This design comes from an exercise in tuning for small area, a short achievable clock period and few clock cycles per item on the open sky130 flow, not from production work.
Only simulation tests tie the RTL to the original design; equivalence was not proved.

==> flow/design.v <==
package eic64_pkg;
  localparam int NUM_BANKS  = 2;
  localparam int BANK_W     = 32;
  localparam int BANK_IDX_W = (NUM_BANKS > 1) ? $clog2(NUM_BANKS) : 1;
  typedef enum logic [1:0] {
    CMD_TICK  = 2'd0,
    CMD_READ  = 2'd1,
    CMD_WRITE = 2'd2
  } cmd_t;
  typedef enum logic [1:0] {
    KIND_ENABLE   = 2'd0,
    KIND_POLARITY = 2'd1,
    KIND_STATUS   = 2'd2
  } kind_t;
  typedef logic [BANK_W-1:0] word_t;
  typedef struct packed {
    logic [1:0]  cmd;
    logic [2:0]  reg_sel;
    logic [31:0] write_data;
    logic [31:0] levels_lo;
    logic [31:0] levels_hi;
  } req_t;
  typedef struct packed {
    logic [31:0] read_data;
    logic        irq_out;
  } res_t;
endpackage
module edge_interrupt_controller_64_top (
  input  logic             clk,
  input  logic             rst,
  input  logic             req_valid,
  output logic             req_stall,
  input  eic64_pkg::req_t  req,
  output logic             res_valid,
  input  logic             res_stall,
  output eic64_pkg::res_t  res
);
  logic [31:0] en0, en1, pol0, pol1, raw0, raw1, st0, st1;
  logic        a_valid;
  logic [5:0]  rsel;    
  logic accept, take, full;
  logic pend_q;
  assign take      = ~res_valid | ~res_stall;
  assign full      = a_valid & ~take;
  assign req_stall = pend_q & res_stall;
  assign accept    = req_valid & ~full;
  wire [1:0]  cmd  = req.cmd;
  wire [2:0]  sel  = req.reg_sel;
  wire [31:0] wd   = req.write_data;
  wire [31:0] lv0  = req.levels_lo;
  wire [31:0] lv1  = req.levels_hi;
  wire is_tick = (cmd == 2'd0);
  wire is_rd   = (cmd == 2'd1);
  wire is_wr   = (cmd == 2'd2);
  wire tick    = accept & is_tick;
  wire wr      = accept & is_wr;
  wire w_en0  = wr & (sel == 3'd0);
  wire w_en1  = wr & (sel == 3'd1);
  wire w_pol0 = wr & (sel == 3'd2);
  wire w_pol1 = wr & (sel == 3'd3);
  wire w_st0  = wr & (sel == 3'd4);
  wire w_st1  = wr & (sel == 3'd5);
  wire [31:0] wdr = wd & {32{~rst}};
  wire [31:0] wdc = wd | {32{rst}};
  wire        tsel = is_tick & ~rst;
  wire [31:0] a0 = tsel ? lv0 : wdr;
  wire [31:0] a1 = tsel ? lv1 : wdr;
  always_ff @(posedge clk) begin
    if (rst | w_en0)  en0  <= wdr;
    if (rst | w_en1)  en1  <= wdr;
    if (rst | w_pol0) pol0 <= wdr;
    if (rst | w_pol1) pol1 <= wdr;
    if (rst | tick)   raw0 <= a0;
    if (rst | tick)   raw1 <= a1;
  end
  wire [31:0] s0 = en0 & ~(raw0 ^ pol0) & (a0 ^ raw0);
  wire [31:0] s1 = en1 & ~(raw1 ^ pol1) & (a1 ^ raw1);
  wire        do_set0 = ~rst & (tick | w_pol0);
  wire        do_set1 = ~rst & (tick | w_pol1);
  wire        do_clr0 = rst | w_st0;
  wire        do_clr1 = rst | w_st1;
  always_ff @(posedge clk) begin
    st0 <= (st0 & ~({32{do_clr0}} & wdc)) | ({32{do_set0}} & s0);
    st1 <= (st1 & ~({32{do_clr1}} & wdc)) | ({32{do_set1}} & s1);
  end
  always_ff @(posedge clk) begin
    if (rst) a_valid <= 1'b0;
    else     a_valid <= accept | full;
  end
  always_ff @(posedge clk) begin
    if (!full) begin
      rsel[0] <= is_rd & (sel == 3'd0);
      rsel[1] <= is_rd & (sel == 3'd1);
      rsel[2] <= is_rd & (sel == 3'd2);
      rsel[3] <= is_rd & (sel == 3'd3);
      rsel[4] <= is_rd & (sel == 3'd4);
      rsel[5] <= is_rd & (sel == 3'd5);
    end
  end
  wire [31:0] a_data = ({32{rsel[0]}} & en0)  | ({32{rsel[1]}} & en1)  |
                       ({32{rsel[2]}} & pol0) | ({32{rsel[3]}} & pol1) |
                       ({32{rsel[4]}} & st0)  | ({32{rsel[5]}} & st1);
  wire [32:0] a_res  = {a_data, (|st0) | (|st1)};
  always_ff @(posedge clk) begin
    if (rst) begin
      res_valid <= 1'b0;
      pend_q    <= 1'b0;
    end else begin
      if (take) res_valid <= a_valid;
      pend_q <= (accept | full) & (take ? a_valid : res_valid);
    end
  end
  always_ff @(posedge clk) begin
    if (take) res <= a_res;
  end
endmodule
clock: 4.0 ns
lec_check: 0
cap_margin: 20
core_margin: 2
core_utilization: 40
cts_buf_list: sky130_fd_sc_hd__clkbuf_16
cts_cluster_diameter: 120
cts_cluster_size: 24
setup_slack_margin: 2.1
slew_margin: 20
standard.sh (not shown) runs the stock make flow with config.mk's settings and CLKGATE_MAP_FILE= SYNTH_SCRIPT=/design/flow/synth_recipe.tcl, a recipe that flattens the netlist after the stock synthesis.
==> flow/flow/run.sh <==
#!/bin/bash
# Standard layout, with two changes: the port buffers are buf_1 cells rather than the slow
# delay-buffer cells buffer_ports picks by default, and after global routing an area
# recovery step (recover.tcl) downsizes gates that have slack to spare while keeping the
# setup slack margin. Each step's output goes to a log here.
set -euo pipefail
bash standard.sh synth > run_synth.log 2>&1
bash standard.sh "BUFFER_PORTS_ARGS=-buffer_cell sky130_fd_sc_hd__buf_1" \
  "POST_GLOBAL_ROUTE_TCL=$PWD/flow/recover.tcl" finish > run_layout.log 2>&1
==> flow/flow/recover.tcl <==
# Runs after global routing's own repair (ORFS POST_GLOBAL_ROUTE hook). Downsizes gates
# wherever slack allows (power recovery), then sizes up again only what is needed to keep
# the setup slack margin, without inserting buffers; then legalizes and reroutes what changed.
global_route -start_incremental
repair_timing -recover_power 100 -verbose
repair_timing -setup -setup_margin $::env(SETUP_SLACK_MARGIN) -repair_tns 100 -sequence sizeup,swap -verbose
detailed_placement
global_route -end_incremental
report_wns
Testbench counts at the start, summed over its fixed seeds: cycles 26,686, items 24,000.
Rerun with:
CTS_CLUSTER_DIAMETER = 150   (was 120)
CTS_CLUSTER_SIZE = 30   (was 24)
=> The new run produced a clean layout. Fmax is about the same. Wire length shrinks by 0.78%. Setup slack stays flat. Die area does not change. Final cell count shrinks by 0.43%.

* * *

== old ==
Another version of the RTL of edge_interrupt_controller_64_top (not shown whole).
For scale: roughly 1100 cells after synthesis, about 260 flip-flops, about 13000 um2 of cells after synthesis.
Settings: LEC_CHECK=0, CAP_MARGIN=20, CORE_MARGIN=2, CORE_UTILIZATION=40, SLEW_MARGIN=20; clock period 4.0 ns.
run.sh (not shown) runs the stock make flow with config.mk's settings and CLKGATE_MAP_FILE= SYNTH_SCRIPT=/design/flow/synth_recipe.tcl, a recipe that flattens the netlist after the stock synthesis.
Stock flow here: none of the scripts above is used.
old completed every stage of the flow, and the final layout passed the timing, DRC and antenna checks.
Testbench counts of old, summed over its fixed seeds: cycles 26,677, items 24,000.
Edits applied to the flow inputs when going from old to new:
# old
export LEC_CHECK = 0
export CAP_MARGIN = 20
export CORE_MARGIN = 2
export CORE_UTILIZATION = 40
export SLEW_MARGIN = 20
create_clock -name core_clock -period 4.0 [get_ports {clk}]
# new
export LEC_CHECK = 0
export CAP_MARGIN = 20
export CORE_MARGIN = 2
export CORE_UTILIZATION = 40
export SETUP_SLACK_MARGIN = 2.0
export SLEW_MARGIN = 20
create_clock -name core_clock -period 4.0 [get_ports {clk}]
==> flow/flow/run.sh (new file) <==
#!/bin/bash
# Standard layout, except that the port buffers are buf_2 cells rather than the slow
# delay-buffer cells buffer_ports picks by default. Each step's output goes to a log here.
set -euo pipefail
bash standard.sh synth > run_synth.log 2>&1
bash standard.sh "BUFFER_PORTS_ARGS=-buffer_cell sky130_fd_sc_hd__buf_2" finish > run_layout.log 2>&1
==> flow/standard.sh (new file) <==
#!/bin/bash
# synth_recipe.tcl (not shown) runs the flow's synth.tcl, then flattens the netlist and writes it again
# the make line also repeats each setting of config.mk as NAME=value (left out here)
make -C /OpenROAD-flow-scripts/flow DESIGN_CONFIG=/design/flow/config.mk WORK_HOME=/design/flow/orfs CLKGATE_MAP_FILE= SYNTH_SCRIPT=/design/flow/synth_recipe.tcl "${@:-finish}"
removed: flow/run.sh
Summary: with old as the reference, post-detailed-route wirelength per cell in new moved up by a few percent.
Compared with old, new shows a minimum clock period after layout that is 690 ps lower.
For the worst setup slack, new came in 690 ps higher than old did.
Growth of design area from synthesis to finish: lower on old
new vs old on utilization of the core after routing: new is the higher one.
For new, the class of the worst hold path was in -> reg, unlike old, where it was reg -> reg.
On post-route cell area: new sits above old.
Re global-route wire length before repair: new is 4.8% up on old.
new vs old: number of non-clock buffers in the layout up in new
Run comparison: old origin of the worst setup path st1[7]; new origin of the worst setup path st0[13]
new supports a higher top clock frequency than old.

* * *

## rev 12
Another version of the RTL of edge_interrupt_controller_64_top (not shown whole).
For scale: about 1000 cells after synthesis, ~300 flip-flops, ~13000 sq um of cells after synthesis.
==> flow/design.v (excerpt) <==
module edge_interrupt_controller_64_top (
  input  logic             clk,
  input  logic             rst,
  input  logic             req_valid,
  output logic             req_stall,
  input  eic64_pkg::req_t  req,
  output logic             res_valid,
  input  logic             res_stall,
  output eic64_pkg::res_t  res
);
  logic [31:0] en0, en1, pol0, pol1, raw0, raw1, st0, st1;
  logic        a_valid;
  logic [5:0]  rsel;    
  logic accept, take, full;
  assign take      = ~res_valid | ~res_stall;
  assign full      = a_valid & ~take;
  assign req_stall = full;
  assign accept    = req_valid & ~full;
  wire [1:0]  cmd  = req.cmd;
  wire [2:0]  sel  = req.reg_sel;
  wire [31:0] wd   = req.write_data;
  wire [31:0] lv0  = req.levels_lo;
  wire [31:0] lv1  = req.levels_hi;
  wire is_tick = (cmd == 2'd0);
  wire is_rd   = (cmd == 2'd1);
  wire is_wr   = (cmd == 2'd2);
  wire tick    = accept & is_tick;
  wire wr      = accept & is_wr;
  wire w_en0  = wr & (sel == 3'd0);
  wire w_en1  = wr & (sel == 3'd1);
  wire w_pol0 = wr & (sel == 3'd2);
  wire w_pol1 = wr & (sel == 3'd3);
  wire w_st0  = wr & (sel == 3'd4);
  wire w_st1  = wr & (sel == 3'd5);
  wire [31:0] wdr = wd & {32{~rst}};
  wire [31:0] wdc = wd | {32{rst}};
  wire        tsel = is_tick & ~rst;
  wire [31:0] a0 = tsel ? lv0 : wdr;
  wire [31:0] a1 = tsel ? lv1 : wdr;
  always_ff @(posedge clk) begin
    if (rst | w_en0)  en0  <= wdr;
    if (rst | w_en1)  en1  <= wdr;
    if (rst | w_pol0) pol0 <= wdr;
  ...
Settings: LEC_CHECK=0, CAP_MARGIN=20, CORE_MARGIN=2, CORE_UTILIZATION=40, CTS_BUF_LIST=sky130_fd_sc_hd__clkbuf_16, CTS_CLUSTER_DIAMETER=120, CTS_CLUSTER_SIZE=24, SETUP_SLACK_MARGIN=2.1, SLEW_MARGIN=20; clock period 4.0 ns.
standard.sh (not shown) runs the stock make flow with config.mk's settings and CLKGATE_MAP_FILE= SYNTH_SCRIPT=/design/flow/synth_recipe.tcl, a recipe that flattens the netlist after the stock synthesis.
==> flow/flow/run.sh <==
#!/bin/bash
# Standard layout, except that the port buffers are buf_1 cells rather than the slow
# delay-buffer cells buffer_ports picks by default. Each step's output goes to a log here.
set -euo pipefail
bash standard.sh synth > run_synth.log 2>&1
bash standard.sh "BUFFER_PORTS_ARGS=-buffer_cell sky130_fd_sc_hd__buf_1" finish > run_layout.log 2>&1
No stage failed in rev 12, and the final checks on the layout all came back clean.
Testbench counts of rev 12, summed over its fixed seeds: cycles 26,686, items 24,000.
#### Input delta (rev 13 over rev 12)
==> flow/flow/run.sh <==
#!/bin/bash
# Standard layout, except that the port buffers are buf_2 cells rather than the slow
# delay-buffer cells buffer_ports picks by default. Each step's output goes to a log here.
set -euo pipefail
bash standard.sh synth > run_synth.log 2>&1
bash standard.sh "BUFFER_PORTS_ARGS=-buffer_cell sky130_fd_sc_hd__buf_2" finish > run_layout.log 2>&1
Rev 13 ran to completion and came out clean on the timing, DRC and antenna checks. In the metrics for rev 13 and rev 12, the one carrying the higher length of the first detailed-routing pass in iterations is rev 13. Rev 12 -> rev 13: via count decreased slightly. Any difference in first-pass GRT wire length between rev 12 and rev 13 is small enough to ignore.

re-timing with driven ports:
Ports are ideal in the flow. The routed layouts listed here were re-timed in OpenROAD. Step 1 (the two cells are an assumption about what drives the block):
set clk [get_ports {clk}]
set_driving_cell -lib_cell sky130_fd_sc_hd__clkbuf_16 $clk
set_driving_cell -lib_cell sky130_fd_sc_hd__buf_2 [delete_from_list [all_inputs] $clk]
Step 2 adds t to the input delays and takes it off the output delays; t is the mean of the earliest and latest rising clock arrival at the registers after step 1. Input paths then give back, and output paths get back, about the clock's delay inside the block. Three values: ideal, step 1, step 2; two values: the first two.
run | shift t [ns] | slack for setup (ns) | latest minus earliest clock arrival (ns) | worst register clock-pin slew, ns
the first run of note 1 | 0.555 | 2.069 / 2.037 / 1.579 | 0.020 / 0.020 | 0.10 / 0.10
the second run of note 1 | 0.544 | 2.070 / 2.038 / 1.590 | 0.012 / 0.013 | 0.12 / 0.12
old | 0.596 | 0.359 / 0.307 / 0.852 | 0.010 / 0.010 | 0.06 / 0.06
new | 0.592 | 1.044 / 0.991 / 1.403 | 0.010 / 0.010 | 0.07 / 0.07
rev 12 | 0.554 | 2.085 / 2.042 / 1.577 | 0.018 / 0.017 | 0.10 / 0.10
rev 13 | 0.555 | 2.057 / 2.025 / 1.592 | 0.026 / 0.026 | 0.10 / 0.10
After both steps every run listed still meets setup and hold. The setup slack of rev 12, which loses most, moves by -0.043 ns with the drivers and by -0.508 ns with both steps.
